This design comes from an exercise in tuning for small area, a short achievable clock period and few clock cycles per item on the open sky130 flow, not from production work.
At most, simulation tests tie the RTL to the original design; equivalence was not proved.

// rv64m_mul_sequencer
module rv64m_mul_sequencer (
  input  logic          clk,
  input  logic          rst_n,
  input  logic          flush,
  input  logic          in_valid,
  output logic          in_ready,
  input  logic [1:0]    in_op,
  input  logic          in_word,
  input  logic [63:0]   in_rs1,
  input  logic [63:0]   in_rs2,
  output logic          out_valid,
  input  logic          out_ready,
  output logic [63:0]   out_result,
  output logic [127:0]  out_product,
  output logic          busy
);
Size in the first run: ~5900 cells after synthesis, roughly 330 I/O pins, roughly 0.069 mm2 of cells after synthesis.
==> flow/config.mk <==
export PLATFORM = sky130hd
export DESIGN_NAME = rv64m_mul_sequencer
export DESIGN_NICKNAME = rv64m_mul_sequencer
export VERILOG_FILES = /design/flow/design.v
export SDC_FILE = /design/flow/constraint.sdc
export NUM_CORES = 4
export LEC_CHECK = 0
export CAP_MARGIN = 20
export CORE_MARGIN = 10
export CORE_UTILIZATION = 55
export SLEW_MARGIN = 20
export SYNTH_HIERARCHICAL = 1
export SYNTH_MINIMUM_KEEP_SIZE = 0
==> flow/constraint.sdc <==
create_clock -name core_clock -period 11.0 [get_ports {clk}]
set_input_delay 2.2000 -clock core_clock [delete_from_list [all_inputs] [get_ports {clk}]]
set_output_delay 2.2000 -clock core_clock [all_outputs]
set_load 0.01 [all_outputs]
standard.sh (not shown) runs the stock make flow with config.mk's settings and CLKGATE_MAP_FILE= SYNTH_SCRIPT=/design/flow/synth_recipe.tcl, a recipe that flattens the netlist after the stock synthesis.
==> flow/flow/run.sh <==
#!/bin/bash
# The standard layout (standard.sh, all of ORFS from synthesis to the final
# DEF) with three changes to how the layout is made:
#  - the port buffers are buf_2 cells (the default picks a slow delay cell);
#  - at the end of floorplan, flow/downsize.tcl gives every logic cell its
#    smallest drive strength, so that repair sizes up only what needs it;
#  - timing repair aims for 6.2 ns more setup slack than the clock needs.
# ORFS's own logs stay under orfs/logs; make's output goes to standard.log.
set -euo pipefail
here=$(pwd)
bash standard.sh \
  "BUFFER_PORTS_ARGS=-buffer_cell sky130_fd_sc_hd__buf_2" \
  "POST_FLOORPLAN_TCL=$here/flow/downsize.tcl" \
  SETUP_SLACK_MARGIN=6.2 \
  finish > standard.log 2>&1
==> flow/flow/downsize.tcl <==
# Runs at the end of ORFS's floorplan step (POST_FLOORPLAN_TCL): gives every
# logic cell the smallest drive strength of its kind. The later repair steps
# (repair_design, repair_timing) size up what timing, slew and load need.
set dont [split $::env(DONT_USE_CELLS)]
set smallest [dict create]
set n 0
foreach inst [get_cells *] {
  set ref [get_property $inst ref_name]
  if {![regexp {^(sky130_fd_sc_hd__[a-z0-9]+)_([0-9]+)$} $ref -> base drv]} { continue }
  if {[regexp {tap|conb|fill|decap|clk|dly} $base]} { continue }
  if {![dict exists $smallest $base]} {
    set best ""
    set ba 1e9
    foreach lc [get_lib_cells ${base}_*] {
      set nm [get_name $lc]
      if {![regexp "^${base}_\[0-9\]+\$" $nm]} { continue }
      if {[lsearch -exact $dont $nm] >= 0} { continue }
      set a [get_property $lc area]
      if {$a < $ba} { set ba $a; set best $nm }
    }
    dict set smallest $base $best
  }
  set best [dict get $smallest $base]
  if {$best ne "" && $best ne $ref} {
    replace_cell $inst $best
    incr n
  }
}
puts "downsize.tcl: $n cells given their smallest drive strength"
The first run completed with no timing, DRC or antenna violations.
==> next run, changes <==
--- a/flow/config.mk
+++ b/flow/config.mk
@@ -10,2 +10,4 @@
 export CORE_UTILIZATION = 55
+export CTS_CLUSTER_DIAMETER = 100
+export CTS_CLUSTER_SIZE = 30
 export SLEW_MARGIN = 20
Result:
- The changed run completed with no timing, DRC or antenna violations
- global-route usage is higher by 0.14 points
- die area is unchanged
- hold slack gets better by 0.0098 ns
- core utilization is higher by 0.32 points
- cell area is higher slightly
- sequential cell count does not change
- synthesized area is unchanged
- routed wire length is higher slightly
==> next run, changes <==
--- a/flow/flow/run.sh
+++ b/flow/flow/run.sh
@@ -6,3 +6,3 @@
 #    smallest drive strength, so that repair sizes up only what needs it;
-#  - timing repair aims for 6.2 ns more setup slack than the clock needs.
+#  - timing repair aims for 6.15 ns more setup slack than the clock needs.
 # ORFS's own logs stay under orfs/logs; make's output goes to standard.log.
@@ -13,3 +13,3 @@
   "POST_FLOORPLAN_TCL=$here/flow/downsize.tcl" \
-  SETUP_SLACK_MARGIN=6.2 \
+  SETUP_SLACK_MARGIN=6.15 \
   finish > standard.log 2>&1
--- a/flow/config.mk
+++ b/flow/config.mk
@@ -10,4 +10,2 @@
 export CORE_UTILIZATION = 55
-export CTS_CLUSTER_DIAMETER = 100
-export CTS_CLUSTER_SIZE = 30
 export SLEW_MARGIN = 20
@@ -15 +13,2 @@
 export SYNTH_MINIMUM_KEEP_SIZE = 0
+export TNS_END_PERCENT = 0
Effect: The changed run finished clean. Wire length falls by 3.6%. Worst setup slack is better by 0.064 ns. Via count falls by about 1%. Final area falls by about 5%.
No functional check of the RTL was part of any run of this note.

---

== try-juniper ==
rv64m_mul_sequencer, a different RTL version from the one above (not shown whole).
For scale: about 6100 cells after synthesis, roughly 330 I/O pins, about 69000 um^2 of cells after synthesis.
==> flow/config.mk <==
export PLATFORM = sky130hd
export DESIGN_NAME = rv64m_mul_sequencer
export DESIGN_NICKNAME = rv64m_mul_sequencer
export VERILOG_FILES = /design/flow/design.v
export SDC_FILE = /design/flow/constraint.sdc
export NUM_CORES = 4
export LEC_CHECK = 0
export CAP_MARGIN = 20
export CORE_MARGIN = 10
export CORE_UTILIZATION = 55
export SLEW_MARGIN = 20
export SYNTH_HIERARCHICAL = 1
export SYNTH_MINIMUM_KEEP_SIZE = 0
export TNS_END_PERCENT = 0
==> flow/constraint.sdc <==
create_clock -name core_clock -period 11.0 [get_ports {clk}]
set_input_delay 2.2000 -clock core_clock [delete_from_list [all_inputs] [get_ports {clk}]]
set_output_delay 2.2000 -clock core_clock [all_outputs]
set_load 0.01 [all_outputs]
==> flow/flow/run.sh <==
#!/bin/bash
# The standard layout (standard.sh, all of ORFS from synthesis to the final
# DEF) with three changes to how the layout is made:
#  - the port buffers are buf_2 cells (the default picks a slow delay cell);
#  - at the end of floorplan, flow/downsize.tcl gives every logic cell its
#    smallest drive strength, so that repair sizes up only what needs it;
#  - timing repair aims for 6.15 ns more setup slack than the clock needs.
# ORFS's own logs stay under orfs/logs; make's output goes to standard.log.
set -euo pipefail
here=$(pwd)
bash standard.sh \
  "BUFFER_PORTS_ARGS=-buffer_cell sky130_fd_sc_hd__buf_2" \
  "POST_FLOORPLAN_TCL=$here/flow/downsize.tcl" \
  SETUP_SLACK_MARGIN=6.15 \
  finish > standard.log 2>&1
==> flow/flow/downsize.tcl <==
# Runs at the end of ORFS's floorplan step (POST_FLOORPLAN_TCL): gives every
# logic cell the smallest drive strength of its kind. The later repair steps
# (repair_design, repair_timing) size up what timing, slew and load need.
set dont [split $::env(DONT_USE_CELLS)]
set smallest [dict create]
set n 0
foreach inst [get_cells *] {
  set ref [get_property $inst ref_name]
  if {![regexp {^(sky130_fd_sc_hd__[a-z0-9]+)_([0-9]+)$} $ref -> base drv]} { continue }
  if {[regexp {tap|conb|fill|decap|clk|dly} $base]} { continue }
  if {![dict exists $smallest $base]} {
    set best ""
    set ba 1e9
    foreach lc [get_lib_cells ${base}_*] {
      set nm [get_name $lc]
      if {![regexp "^${base}_\[0-9\]+\$" $nm]} { continue }
      if {[lsearch -exact $dont $nm] >= 0} { continue }
      set a [get_property $lc area]
      if {$a < $ba} { set ba $a; set best $nm }
    }
    dict set smallest $base $best
  }
  set best [dict get $smallest $base]
  if {$best ne "" && $best ne $ref} {
    replace_cell $inst $best
    incr n
  }
}
puts "downsize.tcl: $n cells given their smallest drive strength"

# Nets with many loads (the Booth digit registers drive a whole row each) get
# buffer trees in repair_design rather than one long chain.
set_max_fanout 16 [current_design]
puts "downsize.tcl: max fanout 16 for repair_design"
Testbench counts of try-juniper, summed over its fixed seeds: cycles 9,608, items 3,200.
Relative to try-juniper, the following input files were edited for try-harbor:
Settings: swapping 55 for 70 in CORE_UTILIZATION.
diff --git a/flow/flow/downsize.tcl b/flow/flow/downsize.tcl
--- a/flow/flow/downsize.tcl
+++ b/flow/flow/downsize.tcl
@@ -28,7 +28,2 @@
 }
 puts "downsize.tcl: $n cells given their smallest drive strength"
-
-# Nets with many loads (the Booth digit registers drive a whole row each) get
-# buffer trees in repair_design rather than one long chain.
-set_max_fanout 16 [current_design]
-puts "downsize.tcl: max fanout 16 for repair_design"
Notes after the runs:
try-harbor ended up with fewer standard cells than try-juniper.
Number of logic stages on the critical path including buffering ends up lower on try-harbor.
Re register area: try-harbor is 1.1% up on try-juniper.
try-harbor does better than try-juniper on global-route wire length before repair.
Of the two values seen for critical path's slowest cell, edfxtp_1 was produced by try-juniper and dfxtp_2 by try-harbor.
NOTE: depth of the worst register-to-register path in try-harbor falls short of that of try-juniper
Taking try-juniper as the reference, in try-harbor number of post-CTS setup repair buffers went up; number of resized instances in the post-cts repair step dropped 22; global-route track usage on met2 picked up an extra 8.3 points.
try-harbor vs. try-juniper: clock-buffer cell count saw an increase, non-clock buffer count now smaller.
diff inputs: try-harbor => try-nickel
Settings: CORE_UTILIZATION changed from 70 to 55; TNS_END_PERCENT removed (was 0).
diff --git a/flow/flow/run.sh b/flow/flow/run.sh
--- a/flow/flow/run.sh
+++ b/flow/flow/run.sh
@@ -5,5 +5,5 @@
 #  - at the end of floorplan, flow/downsize.tcl gives every logic cell its
 #    smallest drive strength, so that repair sizes up only what needs it;
-#  - timing repair aims for 6.15 ns more setup slack than the clock needs.
+#  - timing repair aims for 6.2 ns more setup slack than the clock needs.
 # ORFS's own logs stay under orfs/logs; make's output goes to standard.log.
 set -euo pipefail
@@ -12,4 +12,4 @@
   "BUFFER_PORTS_ARGS=-buffer_cell sky130_fd_sc_hd__buf_2" \
   "POST_FLOORPLAN_TCL=$here/flow/downsize.tcl" \
-  SETUP_SLACK_MARGIN=6.15 \
+  SETUP_SLACK_MARGIN=6.2 \
   finish > standard.log 2>&1
--- outcome ---
Final setup violation count: try-harbor vs try-nickel identical
Count of clock buffers in the final design | try-nickel above try-harbor
Going from try-harbor to try-nickel, critical path's largest stage delay shrinks by 0.53 ns.
For via count, try-nickel and try-harbor come out practically identical.
Higher number of cells in the design after placement among try-harbor and try-nickel: try-nickel
diff inputs: try-nickel => try-violet
Settings: SETUP_SLACK_MARGIN: unset -> 5.
==> flow/run.sh (new file) <==
#!/bin/bash
# synth_recipe.tcl (not shown) runs the flow's synth.tcl, then flattens the netlist and writes it again
# the make line also repeats each setting of config.mk as NAME=value (left out here)
make -C /OpenROAD-flow-scripts/flow DESIGN_CONFIG=/design/flow/config.mk WORK_HOME=/design/flow/orfs CLKGATE_MAP_FILE= SYNTH_SCRIPT=/design/flow/synth_recipe.tcl finish
removed: flow/flow/run.sh
removed: flow/flow/downsize.tcl
removed: flow/standard.sh
--- outcome ---
- Of try-nickel and try-violet, try-nickel shows the lower final period utilization, with try-violet above it.
- Looking at finished layout cell area, try-violet sits above try-nickel.
- try-violet vs. try-nickel: global-route usage went up by 1.5 points.
- edfxtp_1 as the highest-delay cell along the critical path was reported by try-nickel, and clkdlybuf4s50_1 by try-violet.
- try-violet went all the way through the flow, and no timing, DRC or antenna check failed.
- try-violet -> try-nickel: starting utilization of the core area delta 0, exact match

---

lagoon:
Starting RTL as in the previous note.
Settings: LEC_CHECK=0, CAP_MARGIN=20, CORE_MARGIN=10, CORE_UTILIZATION=55, SLEW_MARGIN=20, SYNTH_HIERARCHICAL=1, SYNTH_MINIMUM_KEEP_SIZE=0, TNS_END_PERCENT=0; clock period 11.0 ns.
==> flow/flow/run.sh <==
#!/bin/bash
# The standard layout (standard.sh, all of ORFS from synthesis to the final
# DEF) with three changes to how the layout is made:
#  - the port buffers are buf_2 cells (the default picks a slow delay cell);
#  - at the end of floorplan, flow/downsize.tcl gives every logic cell its
#    smallest drive strength, so that repair sizes up only what needs it;
#  - timing repair aims for 5.9 ns more setup slack than the clock needs.
# ORFS's own logs stay under orfs/logs; make's output goes to standard.log.
set -euo pipefail
here=$(pwd)
bash standard.sh \
  "BUFFER_PORTS_ARGS=-buffer_cell sky130_fd_sc_hd__buf_2" \
  "POST_FLOORPLAN_TCL=$here/flow/downsize.tcl" \
  SETUP_SLACK_MARGIN=5.9 \
  finish > standard.log 2>&1
==> flow/flow/downsize.tcl <==
# Runs at the end of ORFS's floorplan step (POST_FLOORPLAN_TCL): gives every
# logic cell the smallest drive strength of its kind. The later repair steps
# (repair_design, repair_timing) size up what timing, slew and load need.
set dont [split $::env(DONT_USE_CELLS)]
set smallest [dict create]
set n 0
foreach inst [get_cells *] {
  set ref [get_property $inst ref_name]
  if {![regexp {^(sky130_fd_sc_hd__[a-z0-9]+)_([0-9]+)$} $ref -> base drv]} { continue }
  if {[regexp {tap|conb|fill|decap|clk|dly} $base]} { continue }
  if {![dict exists $smallest $base]} {
    set best ""
    set ba 1e9
    foreach lc [get_lib_cells ${base}_*] {
      set nm [get_name $lc]
      if {![regexp "^${base}_\[0-9\]+\$" $nm]} { continue }
      if {[lsearch -exact $dont $nm] >= 0} { continue }
      set a [get_property $lc area]
      if {$a < $ba} { set ba $a; set best $nm }
    }
    dict set smallest $base $best
  }
  set best [dict get $smallest $base]
  if {$best ne "" && $best ne $ref} {
    replace_cell $inst $best
    incr n
  }
}
puts "downsize.tcl: $n cells given their smallest drive strength"
Testbench counts of lagoon, summed over its fixed seeds: cycles 9,608, items 3,200.
Relative to lagoon, the following input files were edited for zinc:
-- flow/flow/run.sh --
<<< lagoon, line 7
#  - timing repair aims for 5.9 ns more setup slack than the clock needs.
>>> zinc, line 7
#  - timing repair aims for 6.15 ns more setup slack than the clock needs.
<<< lagoon, line 14
  SETUP_SLACK_MARGIN=5.9 \
>>> zinc, line 14
  SETUP_SLACK_MARGIN=6.15 \
- The data arrival time of the critical path of lagoon and that of zinc are within noise of each other.
- zinc vs. lagoon: number of input and output port buffers inserted flat; post-place setup slack flat; fmax flat; count of clock buffers in the final design flat.
- Re tap cell instance count: no difference whatsoever between lagoon and zinc.
- Reported for zinc and lagoon, total length of routed wires turned out identical to the last digit.
- Diff zinc..lagoon | utilization | unchanged
The following lists how onyx was set up differently from zinc:
-- flow/flow/run.sh --
<<< zinc, line 4
#  - the port buffers are buf_2 cells (the default picks a slow delay cell);
>>> onyx, line 4
#  - the port buffers are buf_1 cells (the default picks a slow delay cell);
<<< zinc, line 12
  "BUFFER_PORTS_ARGS=-buffer_cell sky130_fd_sc_hd__buf_2" \
>>> onyx, line 12
  "BUFFER_PORTS_ARGS=-buffer_cell sky130_fd_sc_hd__buf_1" \
Findings:
There was hardly any difference in sum of routed wire segments on met1 between onyx and zinc. ~same share of final layout cell area taken by clock buffers and inverters in onyx and zinc.

what the ideal ports hide:
The results above use ideal ports. As a check the final layouts listed here were re-extracted and re-timed, cells and wires unchanged. Step 1 sets driving cells, clkbuf_16 on the clock port and buf_2 on the other inputs (assumed; they add their load-dependent delay and slew). Step 2 also shifts input and output timing later by t, the mid clock arrival at the registers, as if the neighbouring blocks saw the same clock. Slacks: ideal ports / drivers / drivers and shift; pairs: ideal ports / drivers.
run | shift t [ns] | setup WS [ns] | worst register clock-pin slew, ns | worst data-port slew with drivers (ns)
the first run of note 1 | 0.758 | 5.331 / 5.252 / 6.010 | 0.07 / 0.07 | 0.09
the second run of note 1 | 0.786 | 5.351 / 5.264 / 6.050 | 0.12 / 0.12 | 0.09
the third run of note 1 | 0.743 | 5.415 / 5.344 / 5.415 | 0.08 / 0.08 | 0.09
try-juniper | 0.738 | 5.372 / 5.289 / 5.393 | 0.07 / 0.07 | 0.06
try-harbor | 0.738 | 5.327 / 5.320 / 5.327 | 0.08 / 0.08 | 0.11
try-nickel | 0.758 | 5.276 / 5.204 / 5.963 | 0.07 / 0.07 | 0.09
try-violet | 0.733 | 4.903 / 4.825 / 5.131 | 0.08 / 0.08 | 0.10
lagoon | 0.743 | 5.321 / 5.246 / 5.398 | 0.08 / 0.08 | 0.08
zinc | 0.743 | 5.321 / 5.246 / 5.398 | 0.08 / 0.08 | 0.08
onyx | 0.748 | 5.302 / 5.244 / 5.302 | 0.07 / 0.07 | 0.07
After both steps every run listed still meets setup and hold.
